From an optimization exercise on the open Yosys and OpenROAD flow, aimed at small area; shortcuts taken in it are not production practice.
Where RTL was checked, it was by simulation tests only, not by an equivalence proof against the original.
Function not checked in run 1: the RTL went through the layout flow alone.
Power figures rest on the tool's default switching activity, not on a simulated workload.

==> flow/design.v (outline; a module is shown in full before it is edited, if it fits) <==
// module vmem_accum_seq: 819 lines
module vmem_accum_seq #(
  parameter int ADDR_W = 32,
  parameter int DATA_W = 32,
  parameter int LEN_W  = 11
) (
  input  logic              clk,
  input  logic              reset,
  input  logic              start,
  input  logic              op,
  input  logic [ADDR_W-1:0] src_a,
  input  logic [ADDR_W-1:0] src_b,
  input  logic [ADDR_W-1:0] dst,
  input  logic [LEN_W-1:0]  len,
  input  logic              reduce,
  output logic              busy,
  output logic              done,
  output logic [ADDR_W-1:0] vm_addr_a,
  output logic [ADDR_W-1:0] vm_addr_b,
  output logic [ADDR_W-1:0] vm_addr_c,
  output logic [DATA_W-1:0] vm_wd,
  output logic              vm_we,
  input  logic [DATA_W-1:0] vm_rv_a,
  input  logic [DATA_W-1:0] vm_rv_b
);
  // ...
==> flow/run.sh <==
#!/bin/bash
# synth_recipe.tcl (not shown) runs the flow's synth.tcl, then flattens the netlist and writes it again
# the make line also repeats each setting of config.mk as NAME=value (left out here)
make -C /OpenROAD-flow-scripts/flow DESIGN_CONFIG=/design/flow/config.mk WORK_HOME=/design/flow/orfs CLKGATE_MAP_FILE= SYNTH_SCRIPT=/design/flow/synth_recipe.tcl finish
==> flow/config.mk <==
export PLATFORM = sky130hd
export DESIGN_NAME = vmem_accum_seq
export DESIGN_NICKNAME = vmem_accum_seq
export VERILOG_FILES = /design/flow/design.v
export SDC_FILE = /design/flow/constraint.sdc
export NUM_CORES = 4
export LEC_CHECK = 0
export ABC_AREA = 1
export CAP_MARGIN = 20
export CORE_MARGIN = 2
export CORE_UTILIZATION = 40
export SLEW_MARGIN = 20
==> flow/constraint.sdc <==
create_clock -name core_clock -period 12.5 [get_ports {clk}]
set_input_delay 2.5000 -clock core_clock [delete_from_list [all_inputs] [get_ports {clk}]]
set_output_delay 2.5000 -clock core_clock [all_outputs]
set_load 0.01 [all_outputs]
==> results.toml, run 1 <==
[outcome]
status = "complete, no violations"

[cts]
cts_root_buf = "clkbuf_16"
tritoncts = "yes"
cts_buffers = 9
ctsResizeCount = 0

[die]
ioPinCount = 307
initial_core_util_pct = 40.64

[hold_path]
whs_endpoint = "rem_q[7]$_DFF_P_"
hold_start = "rem_q[7]$_DFF_P_"
hold_path_class = "reg -> reg"

[sta]
relSlewSlack_pct = 26.96
final_max_slew_viol_count = 0
clock_skew_ns = 0.01352
period_share_pct = 96.47

[synth]
synth_xor_area_share_pct = 12.68
synth_simple_gate_area_share_pct = 20.47
synth_compound_area_share_pct = 17.29
synth_most_common_cell = "nand2_1"
ys.flop_type = "dfxtp_1"
syn_avg_cell_area_um2 = 6.947

[pwr]
clock_power_mw = 0.350
p_seq_share_pct = 8.2
p_leak_nw = 10.45
seq-power_mw = 0.392
ir_drop_mv = 0.3060

[final_layout]
top_regs = "pa_q: 30 flops, pb_q: 30 flops, pc_q: 30 flops"
seq_area_um2 = 2113
num-fill-cells = 4766
multi_input_area_share_pct = 62.18
num_antenna_cells = 3
clkCellAreaFrac_pct = 1.549

[route]
drtPass1Iterations = 5
highest_layer = "met5"

[worst_setup_path]
startpoint_type = "input pin"

[grt]
gr-usage-met1_pct = 38.70

[placement]
dp.cells = 3587
dpl.hpwl_um = 60450
==> inputs of run 2 (changes only) <==
--- a/flow/design.v
+++ b/flow/design.v
@@ -29,39 +29,65 @@
   assign run  = mulm | addm;
   assign idle = ~run & ~dn_q;
   assign acc  = idle & start;
   assign nz   = (len != '0);
   assign last = (rem_q == LEN_W'(1));
   assign cont = run & ~last;
   logic red_in;
   assign red_in = reduce;
+  logic [29:0] ia, ib, ic;
+  logic [30:0] ka, kb, kc;
+  assign ka[0] = 1'b1;
+  assign kb[0] = 1'b1;
+  assign kc[0] = ~red_q;
+  always_comb begin
+    for (int i = 0; i < 30; i++) begin
+      ia[i]   = pa_q[i] ^ ka[i];
+      ka[i+1] = pa_q[i] & ka[i];
+      ib[i]   = pb_q[i] ^ kb[i];
+      kb[i+1] = pb_q[i] & kb[i];
+      ic[i]   = pc_q[i] ^ kc[i];
+      kc[i+1] = pc_q[i] & kc[i];
+    end
+  end
   always_ff @(posedge clk) begin
     if (reset) begin
       mulm <= 1'b0;
       addm <= 1'b0;
       dn_q <= 1'b0;
-      pa_q <= '0;
-      pb_q <= '0;
-      pc_q <= '0;
     end else begin
       mulm <= acc ? (op & nz)  : (mulm & ~last);
       addm <= acc ? (~op & nz) : (addm & ~last);
       dn_q <= acc ? ~nz : (run & last);
-      pa_q <= (acc & nz) ? src_a[31:2] : (cont ? pa_q + 30'd1 : '0);
-      pb_q <= (acc & nz) ? src_b[31:2] : (cont ? pb_q + 30'd1 : '0);
-      pc_q <= (acc & nz) ? dst[31:2]   : (cont ? pc_q + {29'd0, ~red_q} : '0);
     end
   end
+  logic [LEN_W-1:0] rd;
+  logic [LEN_W:0]   kr;
+  assign kr[0] = 1'b1;
+  always_comb begin
+    for (int i = 0; i < LEN_W; i++) begin
+      rd[i]   = rem_q[i] ^ kr[i];
+      kr[i+1] = ~rem_q[i] & kr[i];
+    end
+  end
+  logic ldr, cr;
+  assign ldr = ~reset & acc & nz;
+  assign cr  = ~reset & cont;
+  always_ff @(posedge clk) begin
+    pa_q <= ({30{ldr}} & src_a[31:2]) | ({30{cr}} & ia);
+    pb_q <= ({30{ldr}} & src_b[31:2]) | ({30{cr}} & ib);
+    pc_q <= ({30{ldr}} & dst[31:2])   | ({30{cr}} & ic);
+  end
   always_ff @(posedge clk) begin
     if (acc) begin
       rem_q <= len;
       red_q <= red_in;
     end else begin
-      rem_q <= rem_q - LEN_W'(1);
+      rem_q <= rd;
     end
   end
   assign vm_addr_a = {pa_q, 2'b00};
   assign vm_addr_b = {pb_q, 2'b00};
   assign vm_addr_c = {pc_q, 2'b00};
   assign vm_we     = run;
   assign busy      = run | dn_q;
   assign done      = dn_q;
@@ -809,11 +835,257 @@
   assign s225 = s166 ^ c193 ^ s194;
   assign c225 = (s166 & c193) | (s166 & s194) | (c193 & s194);
   assign s226 = s168 ^ c194 ^ s195;
   assign c226 = (s168 & c194) | (s168 & s195) | (c194 & s195);
   logic [30:0] fx, fy;
   assign fx = {s226, s225, s224, s223, s222, s221, s220, s219, s218, s217, s216, s215, s214, s213, s212, s211, s210, s209, s208, s207, s206, s205, s204, s203, s202, s201, s200, s199, s198, s197, pp0_0};
   assign fy = {c225, c224, c223, c222, c221, c220, c219, c218, c217, c216, c215, c214, c213, c212, c211, c210, c209, c208, c207, c206, c205, c204, c203, c202, c201, c200, c199, c198, c197, c196, s196};
   logic [31:0] fsum;
-  assign fsum = {1'b0, fx} + {1'b0, fy};
-  assign vm_wd = {fsum[31] ^ pp0_31 ^ pp1_31 ^ pp2_31 ^ pp3_31 ^ pp4_31 ^ pp5_31 ^ pp6_31 ^ pp7_31 ^ pp8_31 ^ pp9_31 ^ pp10_31 ^ pp11_31 ^ pp12_31 ^ pp13_31 ^ pp14_31 ^ pp15_31 ^ c12 ^ c13 ^ c14 ^ c15 ^ c60 ^ c61 ^ c62 ^ c63 ^ c118 ^ c119 ^ c120 ^ c167 ^ c168 ^ c195 ^ c226, fsum[30:0]};
+  logic [31:0] fc;    
+  assign fc[0] = 1'b0;
+  assign fsum[0] = fx[0] ^ fy[0] ^ fc[0];
+  assign fc[1] = (fx[0] & fy[0]) | (fx[0] & fc[0]) | (fy[0] & fc[0]);
+  assign fsum[1] = fx[1] ^ fy[1] ^ fc[1];
+  assign fc[2] = (fx[1] & fy[1]) | (fx[1] & fc[1]) | (fy[1] & fc[1]);
+  assign fsum[2] = fx[2] ^ fy[2] ^ fc[2];
+  assign fc[3] = (fx[2] & fy[2]) | (fx[2] & fc[2]) | (fy[2] & fc[2]);
+  assign fsum[3] = fx[3] ^ fy[3] ^ fc[3];
+  assign fc[4] = (fx[3] & fy[3]) | (fx[3] & fc[3]) | (fy[3] & fc[3]);
+  assign fsum[4] = fx[4] ^ fy[4] ^ fc[4];
+  assign fc[5] = (fx[4] & fy[4]) | (fx[4] & fc[4]) | (fy[4] & fc[4]);
+  assign fsum[5] = fx[5] ^ fy[5] ^ fc[5];
+  assign fc[6] = (fx[5] & fy[5]) | (fx[5] & fc[5]) | (fy[5] & fc[5]);
+  logic fg6, fp6, fg7, fp7, fg8, fp8, fg9, fp9, fg10, fp10, fg11, fp11, fg12, fp12, fg13, fp13, fg14, fp14, fg15, fp15, fg16, fp16, fg17, fp17, fg18, fp18, fg19, fp19, fg20, fp20, fg21, fp21, fg22, fp22, fg23, fp23, fg24, fp24, fg25, fp25, fg26, fp26, fg27, fp27, fg28, fp28, fg29, fp29, fg30, fp30;
+  assign fg6 = fx[6] & fy[6];
+  assign fp6 = fx[6] ^ fy[6];
+  assign fg7 = fx[7] & fy[7];
+  assign fp7 = fx[7] ^ fy[7];
+  assign fg8 = fx[8] & fy[8];
+  assign fp8 = fx[8] ^ fy[8];
+  assign fg9 = fx[9] & fy[9];
+  assign fp9 = fx[9] ^ fy[9];
+  assign fg10 = fx[10] & fy[10];
+  assign fp10 = fx[10] ^ fy[10];
+  assign fg11 = fx[11] & fy[11];
+  assign fp11 = fx[11] ^ fy[11];
+  assign fg12 = fx[12] & fy[12];
+  assign fp12 = fx[12] ^ fy[12];
+  assign fg13 = fx[13] & fy[13];
+  assign fp13 = fx[13] ^ fy[13];
+  assign fg14 = fx[14] & fy[14];
+  assign fp14 = fx[14] ^ fy[14];
+  assign fg15 = fx[15] & fy[15];
+  assign fp15 = fx[15] ^ fy[15];
+  assign fg16 = fx[16] & fy[16];
+  assign fp16 = fx[16] ^ fy[16];
+  assign fg17 = fx[17] & fy[17];
+  assign fp17 = fx[17] ^ fy[17];
+  assign fg18 = fx[18] & fy[18];
+  assign fp18 = fx[18] ^ fy[18];
+  assign fg19 = fx[19] & fy[19];
+  assign fp19 = fx[19] ^ fy[19];
+  assign fg20 = fx[20] & fy[20];
+  assign fp20 = fx[20] ^ fy[20];
+  assign fg21 = fx[21] & fy[21];
+  assign fp21 = fx[21] ^ fy[21];
+  assign fg22 = fx[22] & fy[22];
+  assign fp22 = fx[22] ^ fy[22];
+  assign fg23 = fx[23] & fy[23];
+  assign fp23 = fx[23] ^ fy[23];
+  assign fg24 = fx[24] & fy[24];
+  assign fp24 = fx[24] ^ fy[24];
+  assign fg25 = fx[25] & fy[25];
+  assign fp25 = fx[25] ^ fy[25];
+  assign fg26 = fx[26] & fy[26];
+  assign fp26 = fx[26] ^ fy[26];
+  assign fg27 = fx[27] & fy[27];
+  assign fp27 = fx[27] ^ fy[27];
+  assign fg28 = fx[28] & fy[28];
+  assign fp28 = fx[28] ^ fy[28];
+  assign fg29 = fx[29] & fy[29];
+  assign fp29 = fx[29] ^ fy[29];
+  assign fg30 = fx[30] & fy[30];
+  assign fp30 = fx[30] ^ fy[30];
+  logic bg1, bp1;
+  assign bg1 = fg6 | (fp6 & fc[6]);
+  assign bp1 = fp6 & 1'b0;
+  logic bg2, bp2;
+  assign bg2 = fg8 | (fp8 & fg7);
+  assign bp2 = fp8 & fp7;
+  logic bg3, bp3;
+  assign bg3 = fg10 | (fp10 & fg9);
+  assign bp3 = fp10 & fp9;
+  logic bg4, bp4;
+  assign bg4 = fg12 | (fp12 & fg11);
+  assign bp4 = fp12 & fp11;
+  logic bg5, bp5;
+  assign bg5 = fg14 | (fp14 & fg13);
+  assign bp5 = fp14 & fp13;
+  logic bg6, bp6;
+  assign bg6 = fg16 | (fp16 & fg15);
+  assign bp6 = fp16 & fp15;
+  logic bg7, bp7;
+  assign bg7 = fg18 | (fp18 & fg17);
+  assign bp7 = fp18 & fp17;
+  logic bg8, bp8;
+  assign bg8 = fg20 | (fp20 & fg19);
+  assign bp8 = fp20 & fp19;
+  logic bg9, bp9;
+  assign bg9 = fg22 | (fp22 & fg21);
+  assign bp9 = fp22 & fp21;
+  logic bg10, bp10;
+  assign bg10 = fg24 | (fp24 & fg23);
+  assign bp10 = fp24 & fp23;
+  logic bg11, bp11;
+  assign bg11 = fg26 | (fp26 & fg25);
+  assign bp11 = fp26 & fp25;
+  logic bg12, bp12;
+  assign bg12 = fg28 | (fp28 & fg27);
+  assign bp12 = fp28 & fp27;
+  logic bg13, bp13;
+  assign bg13 = fg30 | (fp30 & fg29);
+  assign bp13 = fp30 & fp29;
+  logic bg14, bp14;
+  assign bg14 = bg2 | (bp2 & bg1);
+  assign bp14 = bp2 & bp1;
+  logic bg15, bp15;
+  assign bg15 = bg4 | (bp4 & bg3);
+  assign bp15 = bp4 & bp3;
+  logic bg16, bp16;
+  assign bg16 = bg6 | (bp6 & bg5);
+  assign bp16 = bp6 & bp5;
+  logic bg17, bp17;
+  assign bg17 = bg8 | (bp8 & bg7);
+  assign bp17 = bp8 & bp7;
+  logic bg18, bp18;
+  assign bg18 = bg10 | (bp10 & bg9);
+  assign bp18 = bp10 & bp9;
+  logic bg19, bp19;
+  assign bg19 = bg12 | (bp12 & bg11);
+  assign bp19 = bp12 & bp11;
+  logic bg20, bp20;
+  assign bg20 = bg15 | (bp15 & bg14);
+  assign bp20 = bp15 & bp14;
+  logic bg21, bp21;
+  assign bg21 = bg17 | (bp17 & bg16);
+  assign bp21 = bp17 & bp16;
+  logic bg22, bp22;
+  assign bg22 = bg19 | (bp19 & bg18);
+  assign bp22 = bp19 & bp18;
+  logic bg23, bp23;
+  assign bg23 = bg21 | (bp21 & bg20);
+  assign bp23 = bp21 & bp20;
+  logic bg24, bp24;
+  assign bg24 = bg22 | (bp22 & bg23);
+  assign bp24 = bp22 & bp23;
+  logic bg25, bp25;
+  assign bg25 = bg16 | (bp16 & bg20);
+  assign bp25 = bp16 & bp20;
+  logic bg26, bp26;
+  assign bg26 = bg18 | (bp18 & bg23);
+  assign bp26 = bp18 & bp23;
+  logic bg27, bp27;
+  assign bg27 = bg3 | (bp3 & bg14);
+  assign bp27 = bp3 & bp14;
+  logic bg28, bp28;
+  assign bg28 = bg5 | (bp5 & bg20);
+  assign bp28 = bp5 & bp20;
+  logic bg29, bp29;
+  assign bg29 = bg7 | (bp7 & bg25);
+  assign bp29 = bp7 & bp25;
+  logic bg30, bp30;
+  assign bg30 = bg9 | (bp9 & bg23);
+  assign bp30 = bp9 & bp23;
+  logic bg31, bp31;
+  assign bg31 = bg11 | (bp11 & bg26);
+  assign bp31 = bp11 & bp26;
+  logic bg32, bp32;
+  assign bg32 = bg13 | (bp13 & bg24);
+  assign bp32 = bp13 & bp24;
+  logic bg33, bp33;
+  assign bg33 = fg7 | (fp7 & bg1);
+  assign bp33 = fp7 & bp1;
+  logic bg34, bp34;
+  assign bg34 = fg9 | (fp9 & bg14);
+  assign bp34 = fp9 & bp14;
+  logic bg35, bp35;
+  assign bg35 = fg11 | (fp11 & bg27);
+  assign bp35 = fp11 & bp27;
+  logic bg36, bp36;
+  assign bg36 = fg13 | (fp13 & bg20);
+  assign bp36 = fp13 & bp20;
+  logic bg37, bp37;
+  assign bg37 = fg15 | (fp15 & bg28);
+  assign bp37 = fp15 & bp28;
+  logic bg38, bp38;
+  assign bg38 = fg17 | (fp17 & bg25);
+  assign bp38 = fp17 & bp25;
+  logic bg39, bp39;
+  assign bg39 = fg19 | (fp19 & bg29);
+  assign bp39 = fp19 & bp29;
+  logic bg40, bp40;
+  assign bg40 = fg21 | (fp21 & bg23);
+  assign bp40 = fp21 & bp23;
+  logic bg41, bp41;
+  assign bg41 = fg23 | (fp23 & bg30);
+  assign bp41 = fp23 & bp30;
+  logic bg42, bp42;
+  assign bg42 = fg25 | (fp25 & bg26);
+  assign bp42 = fp25 & bp26;
+  logic bg43, bp43;
+  assign bg43 = fg27 | (fp27 & bg31);
+  assign bp43 = fp27 & bp31;
+  logic bg44, bp44;
+  assign bg44 = fg29 | (fp29 & bg24);
+  assign bp44 = fp29 & bp24;
+  assign fc[7] = bg1;
+  assign fsum[6] = fp6 ^ fc[6];
+  assign fc[8] = bg33;
+  assign fsum[7] = fp7 ^ fc[7];
+  assign fc[9] = bg14;
+  assign fsum[8] = fp8 ^ fc[8];
+  assign fc[10] = bg34;
+  assign fsum[9] = fp9 ^ fc[9];
+  assign fc[11] = bg27;
+  assign fsum[10] = fp10 ^ fc[10];
+  assign fc[12] = bg35;
+  assign fsum[11] = fp11 ^ fc[11];
+  assign fc[13] = bg20;
+  assign fsum[12] = fp12 ^ fc[12];
+  assign fc[14] = bg36;
+  assign fsum[13] = fp13 ^ fc[13];
+  assign fc[15] = bg28;
+  assign fsum[14] = fp14 ^ fc[14];
+  assign fc[16] = bg37;
+  assign fsum[15] = fp15 ^ fc[15];
+  assign fc[17] = bg25;
+  assign fsum[16] = fp16 ^ fc[16];
+  assign fc[18] = bg38;
+  assign fsum[17] = fp17 ^ fc[17];
+  assign fc[19] = bg29;
+  assign fsum[18] = fp18 ^ fc[18];
+  assign fc[20] = bg39;
+  assign fsum[19] = fp19 ^ fc[19];
+  assign fc[21] = bg23;
+  assign fsum[20] = fp20 ^ fc[20];
+  assign fc[22] = bg40;
+  assign fsum[21] = fp21 ^ fc[21];
+  assign fc[23] = bg30;
+  assign fsum[22] = fp22 ^ fc[22];
+  assign fc[24] = bg41;
+  assign fsum[23] = fp23 ^ fc[23];
+  assign fc[25] = bg26;
+  assign fsum[24] = fp24 ^ fc[24];
+  assign fc[26] = bg42;
+  assign fsum[25] = fp25 ^ fc[25];
+  assign fc[27] = bg31;
+  assign fsum[26] = fp26 ^ fc[26];
+  assign fc[28] = bg43;
+  assign fsum[27] = fp27 ^ fc[27];
+  assign fc[29] = bg24;
+  assign fsum[28] = fp28 ^ fc[28];
+  assign fc[30] = bg44;
+  assign fsum[29] = fp29 ^ fc[29];
+  assign fc[31] = bg32;
+  assign fsum[30] = fp30 ^ fc[30];
+  assign vm_wd = {fc[31] ^ pp0_31 ^ pp1_31 ^ pp2_31 ^ pp3_31 ^ pp4_31 ^ pp5_31 ^ pp6_31 ^ pp7_31 ^ pp8_31 ^ pp9_31 ^ pp10_31 ^ pp11_31 ^ pp12_31 ^ pp13_31 ^ pp14_31 ^ pp15_31 ^ c12 ^ c13 ^ c14 ^ c15 ^ c60 ^ c61 ^ c62 ^ c63 ^ c118 ^ c119 ^ c120 ^ c167 ^ c168 ^ c195 ^ c226, fsum[30:0]};
 endmodule
==> flow/flow/run.sh (new file) <==
#!/bin/bash
# Standard ORFS flow with three changes:
#  - after the standard synthesis, the combinational logic between the registers,
#    full adders and half adders is mapped again by ABC (flow/remap.abc); the
#    registers, full adders and half adders are kept as they are;
#  - flow/fixfa.py then moves inverters off full-adder and XOR pins (full adders
#    are self-dual);
#  - the port buffers that global placement inserts use sky130_fd_sc_hd__buf_1.
set -euo pipefail
R=orfs/results/${FLOW_PLATFORM}/vmem_accum_seq/base
LIB=${FLOW_HOME}/platforms/sky130hd/lib/sky130_fd_sc_hd__tt_025C_1v80.lib
bash standard.sh synth > synth.log 2>&1
cp $R/1_2_yosys.v $R/1_2_yosys.std.v
yosys -l remap.log -p "read_liberty -ignore_miss_func $LIB; read_verilog $R/1_2_yosys.std.v; hierarchy -top $FLOW_TOP; blackbox sky130_fd_sc_hd__fa_* sky130_fd_sc_hd__ha_* sky130_fd_sc_hd__df* sky130_fd_sc_hd__edf* sky130_fd_sc_hd__sdf* sky130_fd_sc_hd__dl* sky130_fd_sc_hd__conb_1; flatten; opt_clean -purge; abc -liberty $LIB -dont_use sky130_fd_sc_hd__probe_p_8 -dont_use sky130_fd_sc_hd__probec_p_8 -dont_use sky130_fd_sc_hd__lpflow_bleeder_1 -dont_use sky130_fd_sc_hd__lpflow_clkbufkapwr_1 -dont_use sky130_fd_sc_hd__lpflow_clkbufkapwr_16 -dont_use sky130_fd_sc_hd__lpflow_clkbufkapwr_2 -dont_use sky130_fd_sc_hd__lpflow_clkbufkapwr_4 -dont_use sky130_fd_sc_hd__lpflow_clkbufkapwr_8 -dont_use sky130_fd_sc_hd__lpflow_clkinvkapwr_1 -dont_use sky130_fd_sc_hd__lpflow_clkinvkapwr_16 -dont_use sky130_fd_sc_hd__lpflow_clkinvkapwr_2 -dont_use sky130_fd_sc_hd__lpflow_clkinvkapwr_4 -dont_use sky130_fd_sc_hd__lpflow_clkinvkapwr_8 -dont_use sky130_fd_sc_hd__lpflow_decapkapwr_12 -dont_use sky130_fd_sc_hd__lpflow_decapkapwr_3 -dont_use sky130_fd_sc_hd__lpflow_decapkapwr_4 -dont_use sky130_fd_sc_hd__lpflow_decapkapwr_6 -dont_use sky130_fd_sc_hd__lpflow_decapkapwr_8 -dont_use sky130_fd_sc_hd__lpflow_inputiso0n_1 -dont_use sky130_fd_sc_hd__lpflow_inputiso0p_1 -dont_use sky130_fd_sc_hd__lpflow_inputiso1n_1 -dont_use sky130_fd_sc_hd__lpflow_inputiso1p_1 -dont_use sky130_fd_sc_hd__lpflow_inputisolatch_1 -dont_use sky130_fd_sc_hd__lpflow_isobufsrc_1 -dont_use sky130_fd_sc_hd__lpflow_isobufsrc_16 -dont_use sky130_fd_sc_hd__lpflow_isobufsrc_2 -dont_use sky130_fd_sc_hd__lpflow_isobufsrc_4 -dont_use sky130_fd_sc_hd__lpflow_isobufsrc_8 -dont_use sky130_fd_sc_hd__lpflow_isobufsrckapwr_16 -dont_use sky130_fd_sc_hd__lpflow_lsbuf_lh_hl_isowell_tap_1 -dont_use sky130_fd_sc_hd__lpflow_lsbuf_lh_hl_isowell_tap_2  -script flow/remap.abc -D 4000; opt_clean -purge; rename -hide w:*.*; opt_clean -purge; hilomap -singleton -hicell sky130_fd_sc_hd__conb_1 HI -locell sky130_fd_sc_hd__conb_1 LO; splitnets; opt_clean -purge; insbuf -buf sky130_fd_sc_hd__buf_1 A X; stat -liberty $LIB; write_verilog -noattr -noexpr -nohex -nodec $R/1_2_yosys.remap.v" > /dev/null
python3 flow/fixfa.py $R/1_2_yosys.remap.v $R/1_2_yosys.v > fixfa.log 2>&1
rm -f $R/1_synth.odb $R/1_synth.sdc
bash standard.sh "BUFFER_PORTS_ARGS=-buffer_cell sky130_fd_sc_hd__buf_1" finish > layout.log 2>&1
==> flow/flow/fixfa.py (new file) <==
#!/usr/bin/env python3
"""Netlist post-pass: moves inverters off full-adder pins.

A full adder is self-dual: FA(~a,~b,~c) = (~sum, ~cout). XOR/XNOR gates can
absorb an inversion on any pin by swapping XOR2<->XNOR2. This pass picks, for
every full adder and XOR/XNOR gate, whether its output net carries the true or
the complemented value, so that as few nets as possible need an inverter, and
rewrites the netlist accordingly. Registers and ports are untouched.
usage: fixfa.py in.v out.v
"""
import re, sys, random

OUTPINS = {"X", "Y", "Q", "Q_N", "SUM", "COUT", "HI", "LO"}
P = "sky130_fd_sc_hd__"
XORT = {"xor2_1": "xnor2_1", "xnor2_1": "xor2_1", "xor2_2": "xnor2_2", "xnor2_2": "xor2_2",
        "xor2_4": "xnor2_4", "xnor2_4": "xor2_4", "xor3_1": "xnor3_1", "xnor3_1": "xor3_1",
        "xor3_2": "xnor3_2", "xnor3_2": "xor3_2", "xor3_4": "xnor3_4", "xnor3_4": "xor3_4"}
INVT = {"inv_1", "inv_2", "inv_4", "inv_6", "inv_8", "inv_12", "inv_16",
        "clkinv_1", "clkinv_2", "clkinv_4", "clkinv_8", "clkinv_16"}

src = open(sys.argv[1]).read()
m_end = src.rindex("endmodule")
cell_re = re.compile(r"^  (" + P + r"(\w+))\s+(\S+)\s*\((.*?)\);\n", re.S | re.M)
pin_re = re.compile(r"\.(\w+)\(\s*(.*?)\s*\)(?:,|\s*$)", re.S)

cells = []
first = None
for m in cell_re.finditer(src):
    if first is None:
        first = m.start()
    typ, name, body = m.group(2), m.group(3), m.group(4)
    pins = [(p, n.strip()) for p, n in pin_re.findall(body)]
    cells.append({"typ": typ, "name": name, "pins": pins})
header = src[:first]
tail = src[cell_re.search(src, 0) and 0:0]
body_end = max(m.end() for m in cell_re.finditer(src))
footer = src[body_end:]
assert footer.strip().startswith("endmodule"), footer[:200]

ports = set()
for m in re.finditer(r"^\s*(input|output)\s+(\[(\d+):(\d+)\]\s+)?(\S+);", header, re.M):
    nm = m.group(5)
    if m.group(2):
        hi, lo = int(m.group(3)), int(m.group(4))
        for i in range(min(hi, lo), max(hi, lo) + 1):
            ports.add(f"{nm}[{i}]")
    else:
        ports.add(nm)

driver = {}
for ci, c in enumerate(cells):
    for p, n in c["pins"]:
        if p in OUTPINS:
            driver[n] = (ci, p)

def is_inv(c):
    return c["typ"] in INVT

# canonical literal of a net: follow inverters back to a non-inverter net
def canon(n):
    q = 0
    seen = 0
    while n in driver and is_inv(cells[driver[n][0]]) and seen < 8:
        c = cells[driver[n][0]]
        n = dict(c["pins"])["A"]
        q ^= 1
        seen += 1
    return n, q

def kind(c):
    if c["typ"].startswith("fa_"):
        return "fa"
    if c["typ"] in XORT:
        return "xor"
    return "other"

# Flippable cells: full adders and xor gates whose outputs are not ports.
flip_ok = []
for ci, c in enumerate(cells):
    k = kind(c)
    ok = k in ("fa", "xor")
    if ok:
        for p, n in c["pins"]:
            if p in OUTPINS and n in ports:
                ok = False
    flip_ok.append(ok)

# consumers: for each non-inverter cell input pin -> (base, q)
cons = {}   # base -> list of (ci, pin, q)
for ci, c in enumerate(cells):
    if is_inv(c):
        continue
    for p, n in c["pins"]:
        if p in OUTPINS or p == "CLK":
            continue
        if re.match(r"^\d+'", n):
            continue
        b, q = canon(n)
        cons.setdefault(b, []).append((ci, p, q))
# inverter outputs that are ports: keep those inverters as they are
keep_inv = set()
for ci, c in enumerate(cells):
    if is_inv(c) and dict(c["pins"])["Y"] in ports:
        keep_inv.add(ci)
        b, q = canon(dict(c["pins"])["A"])
        # its input is a consumer demanding polarity q^... treat as 'other' pin
        cons.setdefault(b, []).append((ci, "A", q))

flip = [0] * len(cells)

def phi(b):
    d = driver.get(b)
    return flip[d[0]] if d else 0

def need(b):
    f = phi(b)
    for ci, p, q in cons.get(b, []):
        k = kind(cells[ci])
        if k == "xor" and ci not in keep_inv:
            continue
        r = q ^ f ^ (flip[ci] if k == "fa" else 0)
        if r:
            return 1
    return 0

def affected(ci):
    s = set()
    for p, n in cells[ci]["pins"]:
        if p in OUTPINS:
            s.add(n)
        elif not re.match(r"^\d+'", n):
            s.add(canon(n)[0])
    return s

before = sum(need(b) for b in cons)
cand = [ci for ci in range(len(cells)) if flip_ok[ci]]
random.seed(1)
import math
affc = {ci: list(affected(ci)) for ci in cand}
cur = before
best = before
best_flip = flip[:]
steps = 60000
for st in range(steps):
    T = 1.5 * (1 - st / steps) + 0.02
    ci = random.choice(cand)
    aff = affc[ci]
    old = sum(need(b) for b in aff)
    flip[ci] ^= 1
    new = sum(need(b) for b in aff)
    d = new - old
    if d <= 0 or random.random() < math.exp(-d / T):
        cur += d
        if cur < best:
            best = cur
            best_flip = flip[:]
    else:
        flip[ci] ^= 1
flip[:] = best_flip
# final greedy clean-up
improved = True
while improved:
    improved = False
    for ci in cand:
        aff = affc[ci]
        old = sum(need(b) for b in aff)
        flip[ci] ^= 1
        if sum(need(b) for b in aff) < old:
            improved = True
        else:
            flip[ci] ^= 1
after = sum(need(b) for b in cons)
sys.stderr.write(f"fixfa: inverted nets {before} -> {after}, flipped {sum(flip)} cells\n")

# Rewrite.
newwires = []
invname = {}
out_cells = []
cnt = 0
def inv_of(b):
    global cnt
    if b not in invname:
        cnt += 1
        nn = f"_fxn{cnt}_"
        invname[b] = nn
        newwires.append(nn)
        out_cells.append(("inv_1", f"_fxi{cnt}_", [("A", b), ("Y", nn)]))
    return invname[b]

for ci, c in enumerate(cells):
    if is_inv(c) and ci not in keep_inv:
        continue
    k = kind(c)
    typ = c["typ"]
    par = flip[ci] if k == "xor" else 0
    pins = []
    for p, n in c["pins"]:
        if p in OUTPINS or p == "CLK" or re.match(r"^\d+'", n):
            pins.append((p, n))
            continue
        b, q = canon(n)
        r = q ^ phi(b) ^ (flip[ci] if k == "fa" else 0)
        if k == "xor" and ci not in keep_inv:
            par ^= r
            pins.append((p, b))
        elif ci in keep_inv and r:
            typ = "buf_1"
            pins.append((p, b))
        else:
            pins.append((p, inv_of(b) if r else b))
    if typ == "buf_1" and ci in keep_inv:
        pins = [("X" if p == "Y" else p, n) for p, n in pins]
    if par:
        ntyp = XORT[typ]
        if ntyp.startswith("xnor2"):
            pins = [("Y" if p == "X" else p, n) for p, n in pins]
        elif ntyp.startswith("xor2"):
            pins = [("X" if p == "Y" else p, n) for p, n in pins]
        typ = ntyp
    out_cells.append((typ, c["name"], pins))

def fmt(typ, name, pins):
    s = f"  {P}{typ} {name} (\n"
    s += ",\n".join(f"    .{p}({n}{' ' if n.startswith(chr(92)) else ''})" for p, n in pins)
    return s + "\n  );\n"

decl = "".join(f"  wire {w};\n" for w in newwires)
out = header + decl + "".join(fmt(*c) for c in out_cells) + footer
open(sys.argv[2], "w").write(out)
ninv_old = sum(1 for c in cells if is_inv(c))
ninv_new = sum(1 for c in out_cells if c[0] in INVT)
sys.stderr.write(f"fixfa: inverter cells {ninv_old} -> {ninv_new}\n")
==> flow/flow/remap.abc (new file) <==
&get -n
&st
&dch
&nf -R 1000
&put
buffer -c
upsize -c
dnsize -c
==> flow/standard.sh (new file) <==
#!/bin/bash
# synth_recipe.tcl (not shown) runs the flow's synth.tcl, then flattens the netlist and writes it again
# the make line also repeats each setting of config.mk as NAME=value (left out here)
make -C /OpenROAD-flow-scripts/flow DESIGN_CONFIG=/design/flow/config.mk WORK_HOME=/design/flow/orfs CLKGATE_MAP_FILE= SYNTH_SCRIPT=/design/flow/synth_recipe.tcl "${@:-finish}"
--- a/flow/config.mk
+++ b/flow/config.mk
@@ -4,9 +4,10 @@
 export VERILOG_FILES = /design/flow/design.v
 export SDC_FILE = /design/flow/constraint.sdc
 export NUM_CORES = 4
 export LEC_CHECK = 0
 export ABC_AREA = 1
 export CAP_MARGIN = 20
 export CORE_MARGIN = 2
 export CORE_UTILIZATION = 40
+export GPL_TIMING_DRIVEN = 0
 export SLEW_MARGIN = 20
removed: flow/run.sh
==> results.toml, run 2 <==
[cts]
cts_root_buf = "clkbuf_16"
tritoncts = "yes"
cts.sinks = 105
cts_buffers = 9
clockBufferDepth = 2
htreeDepth = 3
hold_buffers = 0
cts.clk_slew.worst_paths_ns = 0.07
clk_latency_ns = 0.37

[final_layout]
nNetsFinal = 2365
top_regs = "pa_q: 30 flops, pb_q: 30 flops, pc_q: 30 flops"
area_growth_pct = 14.13
drive_gt1_share_pct = 3.932
layout_common_cells = "buf_1 (303), xor2_1 (241), fa_1 (213)"
fin_util_pct = 46.09
final_common_cell = "buf_1"

[grt]
grtUsageTotal_pct = 28.77
antenna_found_initial = 12
grt_pass1_wl_um = 88360
first_global_vias = 14360
grt-ovfl-total = 0
grt_max_degree = 49

[die]
placementRows = 72
die-area_um2 = 40520
core-area_um2 = 38560
ioPinCount = 307
fp.dieW_um = 201.3
die_h_um = 201.3
initial_core_util_pct = 40.38

[sta]
fin_crit_ns = 12.06
tns_ns = 0
clock_skew_ns = 0.01481
tightestPinTransition_ns = 1.152
rsz0062_at_grt = "no"
period_share_pct = 96.51
setup_viol = 0
final_max_slew_viol_count = 0
hold_violations = 0
clock.fmax_mhz = 82.89
relSlewSlack_pct = 23.20

[pwr]
combPwrFrac_pct = 83.1
ir_drop_mv = 0.2055
clkPwrFrac_pct = 7.0
internal-power_mw = 1.899
power_density_nw_per_um2 = 228.1
p_seq_share_pct = 9.9
p_sw_share_pct = 53.16
p_leak_nw = 7.398
p_sw_mw = 2.155

[synth]
netlist_instances = 1512
yosysWarnings = 1
syn_avg_cell_area_um2 = 10.30
syn_area_um2 = 15570

[worst_setup_path]
slowest_stage = "fa_1"
startpoint_type = "input pin"
end_kind = "output port"
cpLargestDelayFamily = "adder cells"
critPathMostFrequentCell = "fa_1"
crit_path_max_incr_delay_ns = 0.51
rr_worst_depth = 31
critPathRequiredTime_ns = 10.00
cp.arrival_ns = 9.56
path_buf_inv = 5
rrSetupSlack_ns = 6.41
path_max_fanout = 10
crit_type = "in -> out"
cp_num_cells = 30

[route]
drt_wl_total_um = 58020
ant_nets = 0
wl_per_cell_um = 24.67
via_per_inst = 5.994
drt_iter0_drc = 1806
drc_errors = 0
vias = 14100
drtPass1Iterations = 12

[placement]
gp_congestion = 0.9442
dpl.hpwl_um = 45530
port_buffers = 294

[job]
drv_cap = 0

[hold_path]
hold-path-cell-count = 1
hold_path_class = "reg -> reg"

[outcome]
status = "complete, no violations"
-- run 2: path summary, 6_finish.rpt --
path                    start               end
max reg2reg   red_q$_DFFE_PP_  pc_q[28]$_DFF_P_
min          rem_q[0]$_DFF_P_  rem_q[0]$_DFF_P_
min reg2reg  rem_q[0]$_DFF_P_  rem_q[0]$_DFF_P_
max                vm_rv_b[0]         vm_wd[28]
-- run 2: final cells by class --
cell class,count,area (um^2)
Clock buffer,10,229.0
Buffer,92,357.8
Timing Repair Buffer,298,1202
Multi-Input combinational cell,1275,12980
Antenna cell,3,7.507
Inverter,45,168.9
Clock inverter,6,61.31
Sequential cell,105,2117
Fill cell,3794,20780
Tap cell,518,648.1
-- run 2: through the flow --
step | power [mW] | hold WS, ns | worst slack, ns | instance area (um^2) | instances
floorplan | 2.777 | 0.4550 | 1.039 | 15590 | 1517
global placement | 3.703 | 0.4772 | -1.062 | 17340 | 2329
detailed placement | 3.755 | 0.4982 | -0.9498 | 17420 | 2331
CTS | 4.071 | 0.5087 | 0.04021 | 17720 | 2347
global route | 4.553 | 0.5610 | 0.008285 | 17770 | 2351
finish | 4.054 | 0.4969 | 0.4358 | 17770 | 2352
-- run 2: routing by layer --
metal,global-route usage [%],vias to the layer above,wire [um]
met5,0,-,111
met4,10.71,16,2376
met3,7.029,160,6384
met2,48.46,837,27860
met1,35.74,6913,21280
li1,-,6173,-
-- run 2: repair_timing --
item	in CTS	in global routing
gates resized for setup	7	10
setup endpoints to repair	11	9
hold endpoints to repair	0	0
pin swaps	0	1
setup buffers	0	2
-- run 2: power groups by stage --
| stage | Combinational (mW) | Sequential, mW | Clock [mW] |
|---|---|---|---|
| 2_1_floorplan | 2.37 | 0.408 | 0 |
| 3_3_place_gp | 3.30 | 0.408 | 0 |
| 3_5_place_dp | 3.35 | 0.408 | 0 |
| 4_1_cts | 3.38 | 0.401 | 0.292 |
| 5_1_grt | 3.84 | 0.406 | 0.307 |
| 6_report | 3.37 | 0.401 | 0.282 |
==> inputs of run 3 (changes only) <==
--- a/flow/config.mk
+++ b/flow/config.mk
@@ -8,6 +8,5 @@
 export ABC_AREA = 1
 export CAP_MARGIN = 20
 export CORE_MARGIN = 2
-export CORE_UTILIZATION = 40
-export GPL_TIMING_DRIVEN = 0
+export CORE_UTILIZATION = 65
 export SLEW_MARGIN = 20
==> results.toml, run 3 <==
[outcome]
status = "complete, no violations"

[route]
wl_per_cell_um = 23.31
vias = 14010
ant_nets = 0
drc_errors = 0
drtPass1Iterations = 9
drt_iter0_drc = 1568
via_per_inst = 6.584
drt_wl_total_um = 49610

[grt]
first_global_vias = 14460
grt_pass1_wl_um = 77790
grtUsageTotal_pct = 39.06
grt-ovfl-total = 0
antenna_found_initial = 9
grt_max_degree = 93

[die]
die-area_um2 = 25210
fp.dieW_um = 158.8
ioPinCount = 307
die_h_um = 158.8
core-area_um2 = 23470
placementRows = 56
initial_core_util_pct = 66.34

[pwr]
p_leak_nw = 7.510
ir_drop_mv = 0.4926
power_density_nw_per_um2 = 231.3

[worst_setup_path]
critPathMostFrequentCell = "fa_1"
crit_path_max_incr_delay_ns = 0.50
slowest_stage = "fa_1"
path_max_fanout = 22
startpoint_type = "input pin"
crit_type = "in -> out"
cp.arrival_ns = 9.20
cpLargestDelayFamily = "adder cells"
path_buf_inv = 5
end_kind = "output port"
critPathRequiredTime_ns = 10.00
rrSetupSlack_ns = 6.38

[synth]
netlist_instances = 1512
syn_avg_cell_area_um2 = 10.30
yosysWarnings = 1
syn_area_um2 = 15570

[cts]
htreeDepth = 3
cts_buffers = 9
postCtsSetupRepairBufs = 0
cts.clk_slew.worst_paths_ns = 0.07
tritoncts = "yes"
ctsResizeCount = 0
cts_root_buf = "clkbuf_16"
clockBufferDepth = 2
clk_latency_ns = 0.35
cts.sinks = 105
hold_buffers = 0

[placement]
dpl.hpwl_um = 37690
gp_congestion = 0.9246
port_buffers = 294

[job]
drv_cap = 0

[final_layout]
area_growth_pct = 13.08
final_common_cell = "buf_1"
num-fill-cells = 1785
layout_common_cells = "buf_1 (294), xor2_1 (241), fa_1 (213)"
fin_util_pct = 75.02
nNetsFinal = 2333
drive_gt1_share_pct = 6.340
top_regs = "pa_q: 30 flops, pb_q: 30 flops, pc_q: 30 flops"

[sta]
fin_crit_ns = 11.70
setup_viol = 0
tns_ns = 0
clock.fmax_mhz = 85.51
tightestPinTransition_ns = 1.146
clock_skew_ns = 0.01336
period_share_pct = 93.56
rsz0062_at_grt = "no"
hold_violations = 0
final_max_slew_viol_count = 0
relSlewSlack_pct = 23.61

[hold_path]
hold_path_class = "reg -> reg"
-- run 3: final timing paths --
kind | to | depth (start not counted) | startpoint
hold / removal | pa_q[0]$_DFF_P_ | 1 | pa_q[0]$_DFF_P_
setup reg to reg | pc_q[28]$_DFF_P_ | 31 | red_q$_DFFE_PP_
hold reg to reg | pa_q[0]$_DFF_P_ | 1 | pa_q[0]$_DFF_P_
setup / recovery | vm_wd[28] | 29 | vm_rv_b[0]
-- run 3: layer usage --
layer  track usage [%]  vias up  wire length [um]
met2             65.03      933             23730
li1                  -     6116                 -
met5                 0        -                 0
met1             47.66     6766             17740
met4             21.85        0              2812
met3             7.628      195              5330
-- run 3: worst register-to-register path: cells and delay by family, from the launching register on --
family                     cells  cell delay [ns]
adders and majority gates     29             5.47
DFF                            1             0.32
AOI/OAI and AO/OA              1             0.20
buffers and inverters          1             0.05
-- run 3: stage by stage --
step | instances | setup WS (ns) | area (um^2) | hold slack [ns] | total power [mW]
3_3_place_gp | 2102 | 0.9111 | 17290 | 0.4725 | 3.624
5_1_grt | 2126 | 0.2931 | 17600 | 0.5241 | 4.488
4_1_cts | 2117 | 0.7567 | 17580 | 0.4954 | 4.083
6_report | 2128 | 0.8048 | 17610 | 0.5004 | 4.072
3_5_place_dp | 2102 | 0.8093 | 17290 | 0.4868 | 3.788
2_1_floorplan | 1517 | 1.039 | 15590 | 0.4550 | 2.777
-- run 3: report_power, final --
part | total (mW) | internal, mW | switching (mW)
clock | 0.283 | 0.156 | 0.128
combinational | 3.40 | 1.38 | 2.02
sequential | 0.392 | 0.370 | 0.0221
-- run 3: area by class of cell --
type | instances | area [um^2] | share of cell area [%]
clock buffer | 10 | 229.0 | 1.300
multi-input combinational | 1275 | 13010 | 73.89
tap | 319 | 399.1 | 2.267
timing repair buffer | 358 | 1597 | 9.067
sequential | 105 | 2113 | 12.00
inverter | 45 | 168.9 | 0.9593
antenna | 11 | 27.53 | 0.1563
clock inverter | 5 | 62.56 | 0.3553
==> inputs of run 4 (changes only) <==
--- a/flow/config.mk
+++ b/flow/config.mk
@@ -8,5 +8,6 @@
 export ABC_AREA = 1
 export CAP_MARGIN = 20
 export CORE_MARGIN = 2
-export CORE_UTILIZATION = 65
+export CORE_UTILIZATION = 40
+export CTS_BUF_LIST = sky130_fd_sc_hd__clkbuf_4 sky130_fd_sc_hd__clkbuf_8
 export SLEW_MARGIN = 20
==> results.toml, run 4 <==
[outcome]
status = "complete, no violations"

[placement]
place_area_um2 = 17530
dp.cells = 2302
dpl.hpwl_um = 41630
port_buffers = 294
gp_congestion = 0.9288

[pwr]
power_mw = 3.895
ir_drop_mv = 0.2116
power_density_nw_per_um2 = 219.2
p_leak_nw = 7.489

[die]
core-area_um2 = 38560
placementRows = 72
die-area_um2 = 40520
fp.dieW_um = 201.3
initial_core_util_pct = 40.38
die_h_um = 201.3
ioPinCount = 307

[sta]
clock_skew_ns = 0.01899
clock.fmax_mhz = 83.89
setup_viol = 0
relSlewSlack_pct = 30.03
tns_ns = 0
rsz0062_at_grt = "no"
hold_violations = 0
final_max_slew_viol_count = 0
fin_crit_ns = 11.92
tightestPinTransition_ns = 1.050
period_share_pct = 95.37

[grt]
grt_pass1_wl_um = 82910
grtUsageTotal_pct = 26.33
grt_max_degree = 93
grt-ovfl-total = 0
first_global_vias = 14140
antenna_found_initial = 9

[cts]
clk_latency_ns = 0.40
cts_root_buf = "clkbuf_8"
cts_buffers = 9
postCtsSetupRepairBufs = 0
htreeDepth = 3
cts.sinks = 105
clockBufferDepth = 2
tritoncts = "yes"
cts.clk_slew.worst_paths_ns = 0.10

[final_layout]
top_regs = "pa_q: 30 flops, pb_q: 30 flops, pc_q: 30 flops"
finalNonFillerCells = 2325
fin_area_um2 = 17770
area_growth_pct = 14.13
multi_input_area_um2 = 13020
layout_common_cells = "buf_1 (293), xor2_1 (241), fa_1 (213)"
seq_area_um2 = 2113
drive_gt1_share_pct = 6.663
fin_util_pct = 46.09
final_common_cell = "buf_1"
nNetsFinal = 2335
num-fill-cells = 3844

[route]
ant_nets = 0
drtPass1Iterations = 8
drc_errors = 0
drt_iter0_drc = 1432
wl_per_cell_um = 22.75
via_per_inst = 5.882
drt_wl_total_um = 52890
vias = 13680

[worst_setup_path]
r2r-start = "red_q$_DFFE_PP_"
critPathRequiredTime_ns = 10.00
rrSetupSlack_ns = 6.34
cp.arrival_ns = 9.42
startpoint_type = "input pin"
end_kind = "output port"
crit_type = "in -> out"
rr_worst_depth = 31
path_max_fanout = 18
reg2reg_to = "pc_q[28]$_DFF_P_"

[synth]
netlist_instances = 1512
syn_avg_cell_area_um2 = 10.30
yosysWarnings = 1
syn_area_um2 = 15570

[hold_path]
whs_endpoint = "addm$_SDFF_PP0_"
hold_path_class = "reg -> reg"
hold-path-cell-count = 2
hold_start = "addm$_SDFF_PP0_"

[job]
drv_cap = 0
-- run 4: critical path, stage by stage --
cell	delay (ns)
clkbuf_2	0.19
nand2_1	0.09
inv_1	0.24
buf_4	0.30
a31oi_1	0.14
ha_1	0.32
fa_1	0.41
fa_1	0.46
fa_1	0.48
fa_1	0.46
fa_1	0.47
fa_1	0.50
a21o_1	0.19
a21oi_1	0.29
o21ai_0	0.25
nand3_1	0.15
nand2_1	0.11
nand3_1	0.12
or2_2	0.14
nor2_1	0.05
nor3_1	0.31
buf_4	0.21
o21ai_0	0.15
nand3_1	0.13
nand2_1	0.07
fa_1	0.38
xor2_1	0.14
buf_1	0.16
-- run 4: stage by stage --
step	hold slack (ns)	setup slack, ns
after floorplan	0.4550	1.039
after global placement	0.4769	0.2768
after detailed placement	0.4943	0.2852
after CTS	0.5073	0.2202
after global routing	0.5402	0.01397
final	0.5028	0.5794
-- run 4: cell type report --
type                    instances  area share, %
well taps                     518          3.647
flip-flops and latches        105          11.89
multi-input cells            1276          73.26
diodes                          6        0.08448
clock inverters                 6         0.4647
clock buffers                  10         0.7392
repair buffers                359          8.962
inverters                      45         0.9504
-- run 4: worst max path at each step --
| stage | start | end | slack [ns] |
|---|---|---|---|
| 3_3_place_gp | vm_rv_b[1] | vm_wd[28] | 0.28 |
| 3_5_place_dp | vm_rv_b[1] | vm_wd[28] | 0.29 |
| 2_1_floorplan | vm_rv_b[0] | vm_wd[28] | 1.04 |
| 5_1_grt | vm_rv_b[1] | vm_wd[28] | 0.01 |
| 6_report | vm_rv_b[1] | vm_wd[28] | 0.58 |
| 4_1_cts | vm_rv_b[1] | vm_wd[28] | 0.22 |
-- run 4: routing by layer --
layer  routed length (um)  global-route usage (%)  share of wire (%)
met3                 5283                   5.928                 10
met4                 1863                   9.506                3.5
met1                20060                   32.34                 38
met5                   55                       0               0.10
met2                25630                   45.32                 48
-- run 4: repair_timing --
action                                  in CTS  in global routing
hold buffers                                 0                  0
gates resized for setup                      0                  1
endpoints found under the setup margin       0                  2
-- run 4: power by group --
part / total [mW] / leakage, nW / switching (mW) / internal, mW
clock: 0.227 / 0.106 / 0.128 / 0.0994
combinational: 3.27 / 6.52 / 1.93 / 1.34
sequential: 0.395 / 0.864 / 0.0244 / 0.370
==> inputs of run 5 (changes only) <==
--- a/flow/config.mk
+++ b/flow/config.mk
@@ -9,5 +9,4 @@
 export CAP_MARGIN = 20
 export CORE_MARGIN = 2
 export CORE_UTILIZATION = 40
-export CTS_BUF_LIST = sky130_fd_sc_hd__clkbuf_4 sky130_fd_sc_hd__clkbuf_8
 export SLEW_MARGIN = 20
==> results.toml, run 5 <==
[cts]
hold_buffers = 0
clk_latency_ns = 0.36
cts.clk_slew.worst_paths_ns = 0.07
htreeDepth = 3
cts_buffers = 9
clockBufferDepth = 2
cts_root_buf = "clkbuf_16"
cts.sinks = 105
tritoncts = "yes"

[sta]
final_max_slew_viol_count = 0
hold_violations = 0
setup_viol = 0
period_share_pct = 95.38
fin_crit_ns = 11.92
clock_skew_ns = 0.01275
relSlewSlack_pct = 29.43
final.setup.worst_slack_ns = 0.5770
rsz0062_at_grt = "no"
tightestPinTransition_ns = 1.058
clock.fmax_mhz = 83.87
tns_ns = 0

[route]
drt_wl_total_um = 53030
drt_iter0_drc = 1299
ant_nets = 0
wl_per_cell_um = 22.83
via_per_inst = 5.895
drc_errors = 0
vias = 13700
drtPass1Iterations = 7

[pwr]
p_seq_share_pct = 10.0
p_sw_mw = 2.095
power_density_nw_per_um2 = 221.9
p_leak_nw = 7.531
clkPwrFrac_pct = 7.4
ir_drop_mv = 0.2117
combPwrFrac_pct = 82.6
internal-power_mw = 1.869
p_sw_share_pct = 52.85

[synth]
netlist_instances = 1512
yosysWarnings = 1
syn_area_um2 = 15570
syn_avg_cell_area_um2 = 10.30

[final_layout]
area_growth_pct = 14.73
top_regs = "pa_q: 30 flops, pb_q: 30 flops, pc_q: 30 flops"
drive_gt1_share_pct = 6.607
final_common_cell = "buf_1"
nNetsFinal = 2335
layout_common_cells = "buf_1 (293), xor2_1 (241), fa_1 (213)"

[placement]
dp_worst_setup_slack_ns = 0.2852
port_buffers = 294
gp_congestion = 0.9288
dpl.hpwl_um = 41630

[grt]
grt_max_degree = 93
grt-ovfl-total = 0
antenna_found_initial = 10
grt_pass1_wl_um = 82830
grtUsageTotal_pct = 26.31
first_global_vias = 14140

[worst_setup_path]
crit_type = "in -> out"
path_max_fanout = 18
startpoint_type = "input pin"
cp.arrival_ns = 9.42
rr_worst_depth = 31
end_kind = "output port"
critPathRequiredTime_ns = 10.00

[die]
die_h_um = 201.3
core-area_um2 = 38560
die-area_um2 = 40520
fp.dieW_um = 201.3
ioPinCount = 307
initial_core_util_pct = 40.38
placementRows = 72

[outcome]
status = "complete, no violations"

[job]
drv_cap = 0

[hold_path]
hold-path-cell-count = 2
hold_path_class = "reg -> reg"
run 5: power by group through the flow:
stage	clock (mW)	combinational, mW	sequential (mW)
6_report	0.295	3.27	0.395
5_1_grt	0.318	3.73	0.399
4_1_cts	0.304	3.35	0.395
3_5_place_dp	0	3.33	0.403
3_3_place_gp	0	3.29	0.401
2_1_floorplan	0	2.37	0.408
run 5: worst paths after layout:
check	start	end	slack, ns
min	addm$_SDFF_PP0_	addm$_SDFF_PP0_	0.50
max reg2reg	red_q$_DFFE_PP_	pc_q[28]$_DFF_P_	6.35
max	vm_rv_b[1]	vm_wd[28]	0.58
min reg2reg	addm$_SDFF_PP0_	addm$_SDFF_PP0_	0.50
run 5: layer usage:
layer / track usage (%) / share of wire, % / up-vias / routed length [um]
met5: 0 / 0.13 / - / 67
met4: 9.244 / 3.4 / 10 / 1779
met3: 6.090 / 10 / 109 / 5423
met2: 45.23 / 49 / 772 / 25780
met1: 32.34 / 38 / 6685 / 19980
li1: - / - / 6119 / -
run 5: repair_timing:
item / CTS / global route
setup endpoints to repair: 0 / 2
gates resized for setup: 0 / 1
setup buffers: 0 / 0
run 5: worst max-delay path: stages:
cell and delay, ns:
clkbuf_2 0.19, nand2_1 0.09, inv_1 0.24, buf_4 0.30, a31oi_1 0.14, ha_1 0.32, fa_1 0.41, fa_1 0.46
fa_1 0.48, fa_1 0.46, fa_1 0.47, fa_1 0.50, a21o_1 0.19, a21oi_1 0.29, o21ai_0 0.25, nand3_1 0.15
nand2_1 0.11, nand3_1 0.12, or2_2 0.13, nor2_1 0.05, nor3_1 0.31, buf_4 0.21, o21ai_0 0.15, nand3_1 0.13
nand2_1 0.07, fa_1 0.38, xor2_1 0.14, buf_1 0.16
run 5: final cells by class:
type	count	area, um^2
Clock inverter	6	82.58
Antenna cell	4	10.01
Clock buffer	10	229.0
Fill cell	3830	20690
Timing Repair Buffer	359	1593
Sequential cell	105	2113
Inverter	45	168.9
Tap cell	518	648.1
Multi-Input combinational cell	1276	13020
run 5: through the flow:
stage	util [%]	power [mW]	cells	area [um^2]	hold slack (ns)
CTS	46.28	4.049	2318	17840	0.5025
global route	46.31	4.449	2320	17860	0.5342
detailed placement	45.47	3.735	2302	17530	0.4943
finish	46.33	3.964	2323	17860	0.4981
global placement	45.47	3.689	2302	17530	0.4769
floorplan	-	2.777	1517	15590	0.4550
==> inputs of run 6 (changes only) <==
==> flow/flow/run.sh (replaced) <==
#!/bin/bash
# Standard ORFS flow with three changes:
#  - after the standard synthesis, the combinational logic between the registers,
#    full adders and half adders is mapped again by ABC (flow/remap.abc); the
#    registers, full adders and half adders are kept as they are;
#  - flow/fixfa.py then moves inverters off full-adder and XOR pins (full adders
#    are self-dual);
#  - the port buffers that global placement inserts use sky130_fd_sc_hd__buf_1.
set -euo pipefail
R=orfs/results/${FLOW_PLATFORM}/vmem_accum_seq/base
LIB=${FLOW_HOME}/platforms/sky130hd/lib/sky130_fd_sc_hd__tt_025C_1v80.lib
bash standard.sh synth > synth.log 2>&1
cp $R/1_2_yosys.v $R/1_2_yosys.std.v
yosys -l remap.log -p "read_liberty -ignore_miss_func $LIB; read_verilog $R/1_2_yosys.std.v; hierarchy -top $FLOW_TOP; blackbox sky130_fd_sc_hd__fa_* sky130_fd_sc_hd__ha_* sky130_fd_sc_hd__df* sky130_fd_sc_hd__edf* sky130_fd_sc_hd__sdf* sky130_fd_sc_hd__dl* sky130_fd_sc_hd__conb_1; flatten; opt_clean -purge; abc -liberty $LIB -dont_use sky130_fd_sc_hd__probe_p_8 -dont_use sky130_fd_sc_hd__probec_p_8 -dont_use sky130_fd_sc_hd__lpflow_bleeder_1 -dont_use sky130_fd_sc_hd__lpflow_clkbufkapwr_1 -dont_use sky130_fd_sc_hd__lpflow_clkbufkapwr_16 -dont_use sky130_fd_sc_hd__lpflow_clkbufkapwr_2 -dont_use sky130_fd_sc_hd__lpflow_clkbufkapwr_4 -dont_use sky130_fd_sc_hd__lpflow_clkbufkapwr_8 -dont_use sky130_fd_sc_hd__lpflow_clkinvkapwr_1 -dont_use sky130_fd_sc_hd__lpflow_clkinvkapwr_16 -dont_use sky130_fd_sc_hd__lpflow_clkinvkapwr_2 -dont_use sky130_fd_sc_hd__lpflow_clkinvkapwr_4 -dont_use sky130_fd_sc_hd__lpflow_clkinvkapwr_8 -dont_use sky130_fd_sc_hd__lpflow_decapkapwr_12 -dont_use sky130_fd_sc_hd__lpflow_decapkapwr_3 -dont_use sky130_fd_sc_hd__lpflow_decapkapwr_4 -dont_use sky130_fd_sc_hd__lpflow_decapkapwr_6 -dont_use sky130_fd_sc_hd__lpflow_decapkapwr_8 -dont_use sky130_fd_sc_hd__lpflow_inputiso0n_1 -dont_use sky130_fd_sc_hd__lpflow_inputiso0p_1 -dont_use sky130_fd_sc_hd__lpflow_inputiso1n_1 -dont_use sky130_fd_sc_hd__lpflow_inputiso1p_1 -dont_use sky130_fd_sc_hd__lpflow_inputisolatch_1 -dont_use sky130_fd_sc_hd__lpflow_isobufsrc_1 -dont_use sky130_fd_sc_hd__lpflow_isobufsrc_16 -dont_use sky130_fd_sc_hd__lpflow_isobufsrc_2 -dont_use sky130_fd_sc_hd__lpflow_isobufsrc_4 -dont_use sky130_fd_sc_hd__lpflow_isobufsrc_8 -dont_use sky130_fd_sc_hd__lpflow_isobufsrckapwr_16 -dont_use sky130_fd_sc_hd__lpflow_lsbuf_lh_hl_isowell_tap_1 -dont_use sky130_fd_sc_hd__lpflow_lsbuf_lh_hl_isowell_tap_2  -script flow/remap.abc; opt_clean -purge; rename -hide w:*.*; opt_clean -purge; hilomap -singleton -hicell sky130_fd_sc_hd__conb_1 HI -locell sky130_fd_sc_hd__conb_1 LO; splitnets; opt_clean -purge; insbuf -buf sky130_fd_sc_hd__buf_1 A X; stat -liberty $LIB; write_verilog -noattr -noexpr -nohex -nodec $R/1_2_yosys.remap.v" > /dev/null
python3 flow/fixfa.py $R/1_2_yosys.remap.v $R/1_2_yosys.v > fixfa.log 2>&1
rm -f $R/1_synth.odb $R/1_synth.sdc
bash standard.sh "BUFFER_PORTS_ARGS=-buffer_cell sky130_fd_sc_hd__buf_1" finish > layout.log 2>&1
==> flow/flow/remap.abc (replaced) <==
&get -n
&st
&dch
&nf -R 1000
&put
==> results.toml, run 6 <==
[cts]
postCtsSetupRepairBufs = 0
clockBufferDepth = 2
cts_root_buf = "clkbuf_16"
ctsResizeCount = 0
cts.sinks = 105
cts_buffers = 9
clk_latency_ns = 0.37
hold_buffers = 0
htreeDepth = 3
cts.clk_slew.worst_paths_ns = 0.08
tritoncts = "yes"

[die]
die-area_um2 = 39270
fp.dieW_um = 198.2
placementRows = 71
core-area_um2 = 37400
die_h_um = 198.2
ioPinCount = 307
initial_core_util_pct = 40.32

[sta]
clock.fmax_mhz = 85.73
fin_crit_ns = 11.66
period_share_pct = 93.32
final.setup.worst_slack_ns = 0.8354
setup_viol = 0
final_max_slew_viol_count = 0
hold_violations = 0
tns_ns = 0
clock_skew_ns = 0.02203
relSlewSlack_pct = 23.23
rsz0062_at_grt = "no"
tightestPinTransition_ns = 1.152

[synth]
netlist_instances = 1428
syn_avg_cell_area_um2 = 10.56
yosysWarnings = 1
syn_area_um2 = 15080

[pwr]
power_density_nw_per_um2 = 226.5
ir_drop_mv = 0.1756
p_leak_nw = 7.467

[grt]
antenna_found_initial = 5
grt.busiest_layer = "met2"
grt.met2_usage_pct = 44.03
grt_pass1_wl_um = 79870
grt-ovfl-total = 0
gr-usage-met1_pct = 35.26
grtUsageMet3_pct = 6.132
grt_max_degree = 93
grtUsageTotal_pct = 26.57
first_global_vias = 13730

[placement]
dpl.hpwl_um = 40160
gp_congestion = 0.8808
dp_worst_setup_slack_ns = 0.7820
port_buffers = 294
dp.cells = 2303

[route]
vias = 13610
drc_errors = 0
drtPass1Iterations = 8
via_per_inst = 5.862
drt_wl_total_um = 51610
drt_iter0_drc = 1431
wl_per_cell_um = 22.23
ant_nets = 0

[final_layout]
nNetsFinal = 2342
drive_gt1_share_pct = 5.752
layout_common_cells = "buf_1 (293), xor2_1 (249), fa_1 (213)"
final_common_cell = "buf_1"
top_regs = "pa_q: 30 flops, pb_q: 30 flops, pc_q: 30 flops"
area_growth_pct = 17.82
finalNonFillerCells = 2322

[worst_setup_path]
crit_type = "in -> out"
rr_worst_depth = 31
path_max_fanout = 11
critPathMostFrequentCell = "fa_1"
reg2reg_to = "pc_q[28]$_DFF_P_"
cpLargestDelayFamily = "adder cells"
crit_path_max_incr_delay_ns = 0.50
slowest_stage = "fa_1"
critPathRequiredTime_ns = 10.00
rrSetupSlack_ns = 6.45
end_kind = "output port"
startpoint_type = "input pin"
r2r-start = "red_q$_DFFE_PP_"
cp.arrival_ns = 9.16
path_buf_inv = 3

[hold_path]
hold_start = "rem_q[0]$_DFF_P_"
whs_endpoint = "rem_q[0]$_DFF_P_"
hold_path_class = "reg -> reg"
hold-path-cell-count = 1

[job]
drv_cap = 0

[outcome]
status = "complete, no violations"
-- run 6: worst register-to-register path, delay by kind of cell, from the launching register on --
| kind | cells | cell delay [ns] |
|---|---|---|
| fa+ha+maj | 29 | 5.36 |
| compound gates | 1 | 0.20 |
| flops | 1 | 0.34 |
| buf+inv | 1 | 0.05 |
-- run 6: area by class of cell --
cell class	count	area (um^2)
Fill cell	3647	19640
Multi-Input combinational cell	1275	12860
Sequential cell	105	2113
Timing Repair Buffer	367	1657
Tap cell	511	639.4
Clock buffer	9	225.2
Inverter	45	168.9
Clock inverter	7	96.34
Antenna cell	3	7.507
-- run 6: how the worst max path moves through the flow --
stage | depth (start not counted) | start | to | slack, ns
floorplan | 17 | vm_rv_b[7] | vm_wd[30] | 0.39
global placement | 27 | vm_rv_a[0] | vm_wd[28] | 0.80
detailed placement | 27 | vm_rv_a[0] | vm_wd[28] | 0.78
CTS | 27 | vm_rv_a[0] | vm_wd[28] | 0.73
global route | 28 | vm_rv_b[0] | vm_wd[28] | 0.38
finish | 27 | vm_rv_a[0] | vm_wd[28] | 0.84
-- run 6: per-stage QoR --
step                hold WS (ns)  power (mW)  util [%]  cell area (um^2)
floorplan                 0.4550       2.782         -             15100
global placement          0.4734       3.712     46.59             17420
detailed placement        0.4807       3.768     46.62             17430
CTS                       0.4956       4.088     47.48             17760
global route              0.5246       4.545     47.49             17760
finish                    0.4847       4.024     47.50             17760
-- run 6: metal layers --
metal | part of all wire, % | vias up
met3 | 9.7 | 67
met4 | 2.0 | 4
met5 | 0.052 | -
met1 | 41 | 6747
li1 | - | 6128
met2 | 47 | 665
-- run 6: power by group --
| part | internal (mW) | total, mW | switching [mW] |
|---|---|---|---|
| combinational | 1.37 | 3.33 | 1.96 |
| sequential | 0.370 | 0.391 | 0.0214 |
| clock | 0.147 | 0.302 | 0.155 |

separate check: timing with driven ports:
No port has a modelled driver above. Below, the same layouts with a new extraction and two added sets of constraints. Step 1, drivers: a clkbuf_16 drives clk and a buf_2 each remaining input, both assumed. Step 2 moves the port delays by t, midway between the first and last clock arrival at a register: inputs arrive t later, outputs are due t later. That takes back most of the time a late clock gives input paths. Three values: ideal ports, drivers, drivers and shift; two values: the first two.
| run | shift t [ns] | setup WS [ns] | worst setup path after step 2 | worst slew at a driven data input, ns | pins driven straight from the clock port |
|---|---|---|---|---|---|
| run 1 | 0.431 | 0.441 / 0.395 / 0.395 | input to output | 0.12 | 1 |
| run 2 | 0.410 | 0.436 / 0.363 / 0.363 | input to output | 0.11 | 1 |
| run 3 | 0.383 | 0.805 / 0.778 / 0.778 | input to output | 0.12 | 1 |
| run 4 | 0.427 | 0.579 / 0.524 / 0.524 | input to output | 0.15 | 1 |
| run 5 | 0.400 | 0.577 / 0.519 / 0.519 | input to output | 0.15 | 1 |
| run 6 | 0.404 | 0.835 / 0.720 / 0.720 | input to output | 0.13 | 1 |
After both steps setup and hold are still met in every run listed. For run 6, which loses most, drivers alone change the setup slack by -0.115 ns; drivers and shift together by -0.115 ns.
